Context: an optimization exercise on an open-source flow, tuned for small area, a short achievable clock period and few clock cycles per item. The choices shown serve that exercise and are no tape-out recipe.
The RTL was checked by simulation tests, not by an equivalence proof against the original design.
No driver is modelled on the clock port, so clock power and skew are understated where the tree is cut down; a real chip needs a root buffer or a tree.
Power and IR drop assume default switching activity.

## 07-10
==> flow/design.v <==
package mfcc_delta_pkg;
    localparam int CEP_DATA_WIDTH = 16;
    localparam int NUM_CEP        = 13;
    localparam int DELTA_WIN      = 5;
    localparam logic [2:0] LAST_SLOT = 3'(DELTA_WIN - 1);
    localparam logic [2:0] WIN_FULL  = 3'(DELTA_WIN);
    typedef enum logic {
        FILL    = 1'b0,
        COMPUTE = 1'b1
    } state_t;
    function automatic logic [2:0] slot_sub(input logic [2:0] slot, input logic [2:0] off);
        logic [3:0] s;
        s = {1'b0, slot} + 4'd5 - {1'b0, off};
        if (s >= 4'd5) begin
            s = s - 4'd5;
        end
        slot_sub = s[2:0];
    endfunction
    function automatic logic [2:0] slot_inc(input logic [2:0] slot);
        slot_inc = (slot == LAST_SLOT) ? 3'd0 : slot + 3'd1;
    endfunction
endpackage
module delta_coef_index_cnt #(
    parameter int WIDTH = 7
) (
    input  logic             clk,
    input  logic             rst_n,
    input  logic             clr_i,
    input  logic             en_i,
    input  logic [WIDTH-1:0] limit_i,
    output logic [WIDTH-1:0] out_o,
    output logic             over_o
);
    logic [WIDTH-1:0] cnt_q;
    logic [WIDTH-1:0] cnt_d;
    assign over_o = (cnt_q == limit_i);
    assign out_o  = cnt_q;
    always_comb begin
        cnt_d = cnt_q;
        if (clr_i) begin
            cnt_d = '0;
        end else if (en_i) begin
            cnt_d = over_o ? '0 : cnt_q + WIDTH'(1);
        end
    end
    always_ff @(posedge clk or negedge rst_n) begin
        if (!rst_n) begin
            cnt_q <= '0;
        end else begin
            cnt_q <= cnt_d;
        end
    end
endmodule
module delta_cep_window_calc #(
    parameter int DATA_WIDTH = mfcc_delta_pkg::CEP_DATA_WIDTH,
    parameter int NUM_CEP    = mfcc_delta_pkg::NUM_CEP,
    parameter int IDX_WIDTH  = 7,
    parameter int OUT_WIDTH  = DATA_WIDTH + 3
) (
    input  logic                  clk,
    input  logic                  rst_n,
    input  logic                  clear,
    input  logic                  cep_in_valid,
    input  logic [DATA_WIDTH-1:0] cep_in_data,
    output logic                  cep_in_ready,
    output logic                  delta_valid,
    output logic [OUT_WIDTH-1:0]  delta_data,
    output logic [IDX_WIDTH-1:0]  delta_idx,
    output logic                  delta_frame_end
);
    localparam int RING = 2 * NUM_CEP;           
    localparam int SW   = $clog2(RING);
    localparam int KW   = $clog2(NUM_CEP);
    localparam logic [SW-1:0] SLOT   = SW'(RING - 2);    
    localparam logic [KW-1:0] K_LAST = KW'(NUM_CEP - 1);
    logic [DATA_WIDTH-1:0] p_q [RING];
    logic [DATA_WIDTH-1:0] q_q [RING];
    logic [DATA_WIDTH-1:0] in_data_q;
    logic                  ins_q;               
    logic                  ready_q;
    logic [SW-1:0]         slot_q, slot_d;      
    logic                  xfer;
    logic [KW-1:0]         k_q;                 
    logic [2:0]            frames_q;            
    logic                  ins;
    logic                  delta_valid_q;
    logic [OUT_WIDTH-1:0]  delta_data_q;
    logic [KW-1:0]         delta_idx_q;
    logic                  delta_frame_end_q;
    assign xfer = cep_in_valid & ready_q & ~clear;
    assign slot_d = xfer ? slot_q : ((slot_q == SW'(RING - 1)) ? '0 : slot_q + SW'(1));
    always_ff @(posedge clk or negedge rst_n) begin
        if (!rst_n) begin
            slot_q  <= SLOT - SW'(1);
            ready_q <= 1'b0;
            ins_q   <= 1'b0;
        end else begin
            slot_q  <= slot_d;
            ready_q <= xfer | (slot_q == SLOT - SW'(1));
            ins_q   <= xfer;
        end
    end
    always_ff @(posedge clk) begin
        in_data_q <= cep_in_data;
    end
    always_ff @(posedge clk) begin
        p_q[0] <= ins_q ? in_data_q   : p_q[RING-1];
        q_q[0] <= ins_q ? p_q[RING-1] : q_q[RING-1];
        for (int r = 1; r < RING; r++) begin
            p_q[r] <= p_q[r-1];
            q_q[r] <= q_q[r-1];
        end
    end
    logic [DATA_WIDTH-1:0] c_p1, c_m1, c_m2;
    logic [OUT_WIDTH-1:0]  op_x, op_y, op_z, op_w;
    logic [OUT_WIDTH-1:0]  s1, c1, s2, c2;
    assign c_p1 = p_q[NUM_CEP-1];
    assign c_m1 = q_q[NUM_CEP-1];
    assign c_m2 = q_q[RING-1];
    assign op_x = {{(OUT_WIDTH-DATA_WIDTH-1){in_data_q[DATA_WIDTH-1]}}, in_data_q, 1'b1};
    assign op_y = {{(OUT_WIDTH-DATA_WIDTH-1){~c_m2[DATA_WIDTH-1]}}, ~c_m2, 1'b1};
    assign op_z = {{(OUT_WIDTH-DATA_WIDTH){c_p1[DATA_WIDTH-1]}}, c_p1};
    assign op_w = {{(OUT_WIDTH-DATA_WIDTH){~c_m1[DATA_WIDTH-1]}}, ~c_m1};
    assign c1[0] = 1'b1;
    assign c2[0] = 1'b0;
    for (genvar i = 0; i < OUT_WIDTH; i++) begin : g_csa
        logic [1:0] r1, r2;
        assign r1 = 2'(op_x[i]) + 2'(op_y[i]) + 2'(op_z[i]);
        assign s1[i] = r1[0];
        if (i + 1 < OUT_WIDTH) assign c1[i+1] = r1[1];
        assign r2 = 2'(s1[i]) + 2'(c1[i]) + 2'(op_w[i]);
        assign s2[i] = r2[0];
        if (i + 1 < OUT_WIDTH) assign c2[i+1] = r2[1];
    end
    assign ins = ins_q & ~clear;
    always_ff @(posedge clk or negedge rst_n) begin
        if (!rst_n) begin
            k_q           <= '0;
            frames_q      <= '0;
            delta_valid_q <= 1'b0;
        end else begin
            delta_valid_q <= ins & frames_q[2];
            if (clear) begin
                k_q      <= '0;
                frames_q <= '0;
            end else if (ins) begin
                if (k_q == K_LAST) begin
                    k_q <= '0;
                    if (!frames_q[2]) frames_q <= frames_q + 3'd1;
                end else begin
                    k_q <= k_q + KW'(1);
                end
            end
        end
    end
    always_ff @(posedge clk) begin
        delta_data_q      <= s2 + c2;
        delta_idx_q       <= k_q;
        delta_frame_end_q <= (k_q == K_LAST);
    end
    assign cep_in_ready    = ready_q;
    assign delta_valid     = delta_valid_q;
    assign delta_data      = delta_data_q;
    assign delta_idx       = IDX_WIDTH'(delta_idx_q);
    assign delta_frame_end = delta_frame_end_q;
endmodule
Settings: LEC_CHECK=0, CAP_MARGIN=20, CORE_MARGIN=2, CORE_UTILIZATION=70, PLACE_DENSITY=0.78, SLEW_MARGIN=20; clock period 11.0 ns.
standard.sh (not shown) runs the stock make flow with config.mk's settings and CLKGATE_MAP_FILE= SYNTH_SCRIPT=/design/flow/synth_recipe.tcl, a recipe that flattens the netlist after the stock synthesis.
==> flow/flow/run.sh <==
#!/bin/bash
set -euo pipefail
cd "$(dirname "$0")/.."
export CTS_ARGS="-sink_clustering_enable -repair_clock_nets -dont_use_dummy_load -sink_clustering_size 36 -sink_clustering_max_diameter 95 -buf_list {sky130_fd_sc_hd__clkbuf_8 sky130_fd_sc_hd__clkbuf_16}"
export BUFFER_PORTS_ARGS="-buffer_cell sky130_fd_sc_hd__buf_1"
export SETUP_SLACK_MARGIN=8.0
bash standard.sh cts > make_cts.log 2>&1
CTS_ODB="$PWD/orfs/results/$FLOW_PLATFORM/delta_cep_window_calc/base/4_cts.odb" CLK_PORT=clk \
  openroad -no_init -exit flow/unroot.tcl > unroot.log 2>&1
bash standard.sh > make.log 2>&1
Other scripts of this flow, unchanged in this note and not shown: flow/flow/unroot.tcl
Testbench counts of 07-10, summed over its fixed seeds: cycles 5,016, items 4,576.
Input changes introduced in 08-13 (baseline for comparison: 07-10):
--- a/flow/design.v
+++ b/flow/design.v
@@ -95,9 +95,9 @@
             ready_q <= 1'b0;
             ins_q   <= 1'b0;
         end else begin
             slot_q  <= slot_d;
-            ready_q <= xfer | (slot_q == SLOT - SW'(1));
+            ready_q <= (slot_d == SLOT);
             ins_q   <= xfer;
         end
     end
     always_ff @(posedge clk) begin
@@ -120,19 +120,14 @@
     assign op_x = {{(OUT_WIDTH-DATA_WIDTH-1){in_data_q[DATA_WIDTH-1]}}, in_data_q, 1'b1};
     assign op_y = {{(OUT_WIDTH-DATA_WIDTH-1){~c_m2[DATA_WIDTH-1]}}, ~c_m2, 1'b1};
     assign op_z = {{(OUT_WIDTH-DATA_WIDTH){c_p1[DATA_WIDTH-1]}}, c_p1};
     assign op_w = {{(OUT_WIDTH-DATA_WIDTH){~c_m1[DATA_WIDTH-1]}}, ~c_m1};
-    assign c1[0] = 1'b1;
-    assign c2[0] = 1'b0;
-    for (genvar i = 0; i < OUT_WIDTH; i++) begin : g_csa
-        logic [1:0] r1, r2;
-        assign r1 = 2'(op_x[i]) + 2'(op_y[i]) + 2'(op_z[i]);
-        assign s1[i] = r1[0];
-        if (i + 1 < OUT_WIDTH) assign c1[i+1] = r1[1];
-        assign r2 = 2'(s1[i]) + 2'(c1[i]) + 2'(op_w[i]);
-        assign s2[i] = r2[0];
-        if (i + 1 < OUT_WIDTH) assign c2[i+1] = r2[1];
-    end
+    assign s1 = op_x ^ op_y ^ op_z;
+    assign c1 = {(op_x[OUT_WIDTH-2:0] & op_y[OUT_WIDTH-2:0]) | (op_x[OUT_WIDTH-2:0] & op_z[OUT_WIDTH-2:0])
+                 | (op_y[OUT_WIDTH-2:0] & op_z[OUT_WIDTH-2:0]), 1'b1};
+    assign s2 = s1 ^ c1 ^ op_w;
+    assign c2 = {(s1[OUT_WIDTH-2:0] & c1[OUT_WIDTH-2:0]) | (s1[OUT_WIDTH-2:0] & op_w[OUT_WIDTH-2:0])
+                 | (c1[OUT_WIDTH-2:0] & op_w[OUT_WIDTH-2:0]), 1'b0};
     assign ins = ins_q & ~clear;
     always_ff @(posedge clk or negedge rst_n) begin
         if (!rst_n) begin
             k_q           <= '0;
### Flow results
Status: fraction of the mapped netlist area in compound gates parity (08-13, 07-10)
Across both runs, time the worst path needs with I/O delays and setup was lower for 08-13 than for 07-10.
Lower met3 wire length goes to 07-10 over 08-13.
Portion of total power attributed to sequential cells, 08-13 and 07-10: larger value in 07-10
Diff 08-13 and 07-10: global-route usage lower in 08-13
On number of nets in the layout, the lower figure sits with 07-10, not 08-13.
Compared with 07-10, 08-13 ends up with a larger final cell area.
In the metrics for 08-13 and 07-10, the one carrying the lower placer's final routability congestion estimate is 07-10.
Looking at floorplan die area across 08-13 and 07-10, the one that comes out higher is 08-13.
The global routing met3 resource utilization in 08-13 sits 0.64 points above the value recorded for 07-10.
Measured against 07-10, the total power of 08-13 comes out at 0.915 times the reference value.
Summary: with 07-10 as the reference, cell count in 08-13 moved up slightly.
Testbench counts of 08-13, summed over its fixed seeds: cycles 5,016, items 4,576.

[what the ideal ports hide]
In the flow no input, the clock included, has a driving cell. The finished layouts below were timed again as built, in two steps. Step 1 sets driving cells, clkbuf_16 on the clock port and buf_2 on the other inputs (assumed; they add their load-dependent delay and slew). Step 2 moves the port delays by t, midway between the first and last clock arrival at a register: inputs arrive t later, outputs are due t later. That takes back most of the time a late clock gives input paths. Slacks: ideal / step 1 / step 2; pairs: ideal / step 1.
run | t (ns) | setup slack, ns | worst setup path after step 2 | worst register clock-pin slew, ns | pins driven straight from the clock port
07-10 | 0.461 | 7.908 / 7.804 / 7.753 | input to register | 0.13 / 0.13 | 4
08-13 | 0.450 | 7.920 / 7.817 / 7.552 | input to register | 0.12 / 0.12 | 4
After both steps every run listed still meets setup and hold. The setup slack of 08-13, which loses most, moves by -0.103 ns with the drivers and by -0.368 ns with both steps.
